Background: an optimization exercise with open tools, aiming at small area and a short achievable clock period. Do not read the settings as production practice. In this exercise RTL edits were held to simulation tests only and were not proved equivalent to the original. Power is estimated from default activity; no workload was simulated.

before:
==> flow/design.v <==
package dm_pkg;
  localparam int LAT_MAX = 4;
  function automatic int lanes(input int w);
    lanes = w / 8;
  endfunction
  function automatic logic par8(input logic [7:0] b);
    par8 = ^b;
  endfunction
  function automatic int rd_np(input int depth);
    int n1, n2;
    n1 = (depth + 2) / 3;
    n2 = (n1 + 3) / 4;
    rd_np = (n2 + 1) / 2;
  endfunction
endpackage
module dm_delay_line #(
  parameter int DEPTH = 1,
  parameter int PW    = 32
) (
  input  logic          clk,
  input  logic          rst,
  input  logic          i_vld,
  input  logic [PW-1:0] i_dat,
  output logic          o_vld,
  output logic [PW-1:0] o_dat
);
  logic [DEPTH-1:0] r_vld;
  logic [PW-1:0]    r_dat [DEPTH];
  always_ff @(posedge clk or posedge rst) begin
    if (rst) begin
      r_vld <= '0;
      for (int i = 0; i < DEPTH; i++) begin
        r_dat[i] <= '0;
      end
    end else begin
      r_vld[0] <= i_vld;
      if (i_vld) begin
        r_dat[0] <= i_dat;
      end
      for (int i = 1; i < DEPTH; i++) begin
        r_vld[i] <= r_vld[i-1];
        if (r_vld[i-1]) begin
          r_dat[i] <= r_dat[i-1];
        end
      end
    end
  end
  assign o_vld = r_vld[DEPTH-1];
  assign o_dat = r_dat[DEPTH-1];
endmodule
module dm_pipelined #(
  parameter int N   = 7,
  parameter int W   = 32,
  parameter int LAT = 2
) (
  input  logic               clka,
  input  logic               rst,
  input  logic               ena,
  input  logic [dm_pkg::lanes(W)-1:0] wea,
  input  logic [N-1:0]       addra,
  input  logic [W-1:0]       dina,
  output logic [W-1:0]       douta,
  output logic               done
);
  localparam int B     = dm_pkg::lanes(W);
  localparam int DEPTH = 2 ** N;
  localparam int NP    = dm_pkg::rd_np(DEPTH);
  if (LAT != 2) begin : g_bad_lat
    $error("dm_pipelined: this implementation supports LAT = 2 only");
  end
  if (W % 8 != 0 || W < 8) begin : g_bad_w
    $error("dm_pipelined: W must be a positive multiple of 8");
  end
  logic [W-1:0] r_mem [DEPTH];
  localparam int NL = N / 2;
  localparam int NH = N - NL;
  logic [DEPTH-1:0] w_rwl;        
  logic [2**NL-1:0] w_pl;         
  logic [2**NH-1:0] w_ph;         
  logic [NP-1:0]    w_rd [W];     
  logic [N-1:0]     r_wa;
  logic [W-1:0]     r_wd;
  logic [B-1:0]     r_we;
  logic [B-1:0]     r_plwe_n [2**NL];
  logic [2**NH-1:0] r_ph_n;
  logic [B-1:0]     r_fwe;
  logic [W-1:0]     r_fwd;
  logic             r_ld;
  logic             r_done;
  logic [NP-1:0]    r_q1 [W];
  logic [W-1:0]     r_q2;
  dm_dec #(.N(N)) u_rdec (
    .i_addr (addra),
    .o_wl   (w_rwl)
  );
  dm_dec #(.N(NL)) u_pl (
    .i_addr (addra[NL-1:0]),
    .o_wl   (w_pl)
  );
  dm_dec #(.N(NH)) u_ph (
    .i_addr (addra[N-1:NL]),
    .o_wl   (w_ph)
  );
  always_ff @(posedge clka) begin
    for (int l = 0; l < 2**NL; l++) begin
      r_plwe_n[l] <= ~({B{w_pl[l]}} & ((ena && !rst) ? wea : '0));
    end
    r_ph_n <= ~w_ph;
    r_wa  <= addra;
    r_wd  <= dina;
    r_we  <= (ena && !rst) ? wea : '0;
    r_fwe <= (addra == r_wa) ? r_we : '0;
    r_fwd <= r_wd;
  end
  always_ff @(posedge clka) begin
    for (int w = 0; w < DEPTH; w++) begin
      for (int i = 0; i < B; i++) begin
        if (!(r_plwe_n[w % 2**NL][i] || r_ph_n[w / 2**NL])) begin
          r_mem[w][8*i +: 8] <= r_wd[8*i +: 8];
        end
      end
    end
  end
  for (genvar b = 0; b < W; b++) begin : g_col
    logic [DEPTH-1:0] w_col;
    for (genvar w = 0; w < DEPTH; w++) begin : g_w
      assign w_col[w] = r_mem[w][b];
    end
    dm_rd_col #(.DEPTH(DEPTH)) u_col (
      .i_sel (w_rwl),
      .i_dat (w_col),
      .o_pn  (w_rd[b])
    );
  end
  always_ff @(posedge clka or posedge rst) begin
    if (rst) begin
      r_ld   <= 1'b0;
      r_done <= 1'b0;
    end else begin
      r_ld   <= ena & ~(|wea);
      r_done <= r_ld;
    end
  end
  always_ff @(posedge clka) begin
    for (int b = 0; b < W; b++) begin
      r_q1[b] <= w_rd[b];
      r_q2[b] <= r_fwe[b/8] ? r_fwd[b] : ~(&r_q1[b]);
    end
  end
  assign done  = r_done;
  assign douta = r_q2;
endmodule
module dm_rd_col #(
  parameter int DEPTH = 128
) (
  input  logic [DEPTH-1:0]                   i_sel,
  input  logic [DEPTH-1:0]                   i_dat,
  output logic [dm_pkg::rd_np(DEPTH)-1:0]     o_pn
);
  localparam int N1 = (DEPTH + 2) / 3;    
  localparam int N2 = (N1 + 3) / 4;       
  localparam int N3 = dm_pkg::rd_np(DEPTH);
  logic [N1-1:0] w_l1;
  logic [N2-1:0] w_l2;
  for (genvar k = 0; k < N1; k++) begin : g_l1
    localparam int LO = 3 * k;
    localparam int HI = (3 * k + 2 < DEPTH) ? 3 * k + 2 : DEPTH - 1;
    dm_aoi #(.K(HI - LO + 1)) u_g (.a(i_sel[HI:LO]), .b(i_dat[HI:LO]), .y(w_l1[k]));
  end
  for (genvar k = 0; k < N2; k++) begin : g_l2
    localparam int LO = 4 * k;
    localparam int HI = (4 * k + 3 < N1) ? 4 * k + 3 : N1 - 1;
    dm_nand #(.K(HI - LO + 1)) u_g (.a(w_l1[HI:LO]), .y(w_l2[k]));
  end
  for (genvar k = 0; k < N3; k++) begin : g_l3
    localparam int LO = 2 * k;
    localparam int HI = (2 * k + 1 < N2) ? 2 * k + 1 : N2 - 1;
    dm_nor #(.K(HI - LO + 1)) u_g (.a(w_l2[HI:LO]), .y(o_pn[k]));
  end
endmodule
module dm_dec #(
  parameter int N = 7
) (
  input  logic [N-1:0]    i_addr,
  output logic [2**N-1:0] o_wl
);
  always_comb begin
    for (int w = 0; w < 2**N; w++) begin
      o_wl[w] = (i_addr == N'(w));
    end
  end
endmodule
module dm_aoi #(
  parameter int K = 3
) (
  input  logic [K-1:0] a,
  input  logic [K-1:0] b,
  output logic         y
);
  assign y = ~|(a & b);
endmodule
module dm_nand #(
  parameter int K = 4
) (
  input  logic [K-1:0] a,
  output logic         y
);
  assign y = ~&a;
endmodule
module dm_nor #(
  parameter int K = 4
) (
  input  logic [K-1:0] a,
  output logic         y
);
  assign y = ~|a;
endmodule
export LEC_CHECK = 0
export CAP_MARGIN = 20
export CORE_MARGIN = 2
export CORE_UTILIZATION = 50
export CTS_CLUSTER_DIAMETER = 100
export CTS_CLUSTER_SIZE = 25
export SETUP_SLACK_MARGIN = 2.0
export SLEW_MARGIN = 20
export SYNTH_HIERARCHICAL = 1
create_clock -name core_clock -period 4.2 [get_ports {clka}]
run.sh (not shown) runs the stock make flow with config.mk's settings and CLKGATE_MAP_FILE= SYNTH_SCRIPT=/design/flow/synth_recipe.tcl, a recipe that flattens the netlist after the stock synthesis.
Inputs modified between before and after:
-- flow/design.v --
<<< before, line 8
  endfunction
  function automatic int rd_np(input int depth);
    int n1, n2;
    n1 = (depth + 2) / 3;
    n2 = (n1 + 3) / 4;
    rd_np = (n2 + 1) / 2;
  endfunction
endpackage
>>> after, line 8
  endfunction
  function automatic int rd_np(input int depth);
    rd_np = ((depth + 2) / 3 + 3) / 4;
  endfunction
endpackage
<<< before, line 130
      .i_sel (w_rwl),
      .i_dat (w_col),
      .o_pn  (w_rd[b])
    );
  end
>>> after, line 127
      .i_sel (w_rwl),
      .i_dat (w_col),
      .o_p   (w_rd[b])
    );
  end
<<< before, line 145
    for (int b = 0; b < W; b++) begin
      r_q1[b] <= w_rd[b];
      r_q2[b] <= r_fwe[b/8] ? r_fwd[b] : ~(&r_q1[b]);
    end
  end
>>> after, line 142
    for (int b = 0; b < W; b++) begin
      r_q1[b] <= w_rd[b];
      r_q2[b] <= r_fwe[b/8] ? r_fwd[b] : |r_q1[b];
    end
  end
<<< before, line 154
  parameter int DEPTH = 128
) (
  input  logic [DEPTH-1:0]                   i_sel,
  input  logic [DEPTH-1:0]                   i_dat,
  output logic [dm_pkg::rd_np(DEPTH)-1:0]     o_pn
);
  localparam int N1 = (DEPTH + 2) / 3;    
  localparam int N2 = (N1 + 3) / 4;       
  localparam int N3 = dm_pkg::rd_np(DEPTH);
  logic [N1-1:0] w_l1;
  logic [N2-1:0] w_l2;
  for (genvar k = 0; k < N1; k++) begin : g_l1
    localparam int LO = 3 * k;
>>> after, line 151
  parameter int DEPTH = 128
) (
  input  logic [DEPTH-1:0]                i_sel,
  input  logic [DEPTH-1:0]                i_dat,
  output logic [dm_pkg::rd_np(DEPTH)-1:0] o_p
);
  localparam int N1 = (DEPTH + 2) / 3;    
  localparam int N2 = dm_pkg::rd_np(DEPTH);
  logic [N1-1:0] w_l1;
  for (genvar k = 0; k < N1; k++) begin : g_l1
    localparam int LO = 3 * k;
<<< before, line 171
    localparam int LO = 4 * k;
    localparam int HI = (4 * k + 3 < N1) ? 4 * k + 3 : N1 - 1;
    dm_nand #(.K(HI - LO + 1)) u_g (.a(w_l1[HI:LO]), .y(w_l2[k]));
  end
  for (genvar k = 0; k < N3; k++) begin : g_l3
    localparam int LO = 2 * k;
    localparam int HI = (2 * k + 1 < N2) ? 2 * k + 1 : N2 - 1;
    dm_nor #(.K(HI - LO + 1)) u_g (.a(w_l2[HI:LO]), .y(o_pn[k]));
  end
endmodule
>>> after, line 166
    localparam int LO = 4 * k;
    localparam int HI = (4 * k + 3 < N1) ? 4 * k + 3 : N1 - 1;
    dm_nand #(.K(HI - LO + 1)) u_g (.a(w_l1[HI:LO]), .y(o_p[k]));
  end
endmodule
==> comparison <==
after against before; routed wire length is up slightly.
Compare before and after | net count reported at finish lower: after
The power of after was inferior to that of before.
after against before: total instance count after detailed placement increased 0.71%; non-clock buffer total of the final layout now sits lower; synthesized area shows an increase of about 1.8%.
From before to after the numbers moved as follows: row count moved up, worst setup slack after layout moved down, number of vias in the routed layout level, basic-gate share of the synthesized area counting and, or, nand and nor cells moved down.
Comparing before and after, met2 usage in global routing is lower on after.
When after is set beside before, its sequential share of layout area turns out to be 1.5 points larger.

-- separate check: timing with driven ports --
Ports are ideal in the flow. The routed layouts listed here were re-timed in OpenROAD.
Step 1 (the two cells are an assumption about what drives the block):
set clk [get_ports {clka}]
set_driving_cell -lib_cell sky130_fd_sc_hd__clkbuf_16 $clk
set_driving_cell -lib_cell sky130_fd_sc_hd__buf_2 [delete_from_list [all_inputs] $clk]
Step 2 adds t to the input delays and takes it off the output delays; t is the mean of the earliest and latest rising clock arrival at the registers after step 1. Input paths then give back, and output paths get back, about the clock's delay inside the block.
Three values: ideal, step 1, step 2; two values: the first two.
| run | shift t [ns] | slack for setup (ns) | worst hold slack (ns) | latest minus earliest clock arrival (ns) | cell pins on the clock port's net |
|---|---|---|---|---|---|
| before | 1.023 | 1.778 / 1.679 / 0.941 | 0.257 / 0.178 / 0.362 | 0.059 / 0.058 | 1 |
| after | 1.038 | 1.766 / 1.665 / 0.663 | 0.049 / -0.031 / 0.358 | 0.091 / 0.092 | 1 |
After both steps every run listed still meets setup and hold. For after, which loses most, drivers alone change the setup slack by -0.101 ns; drivers and shift together by -1.103 ns.
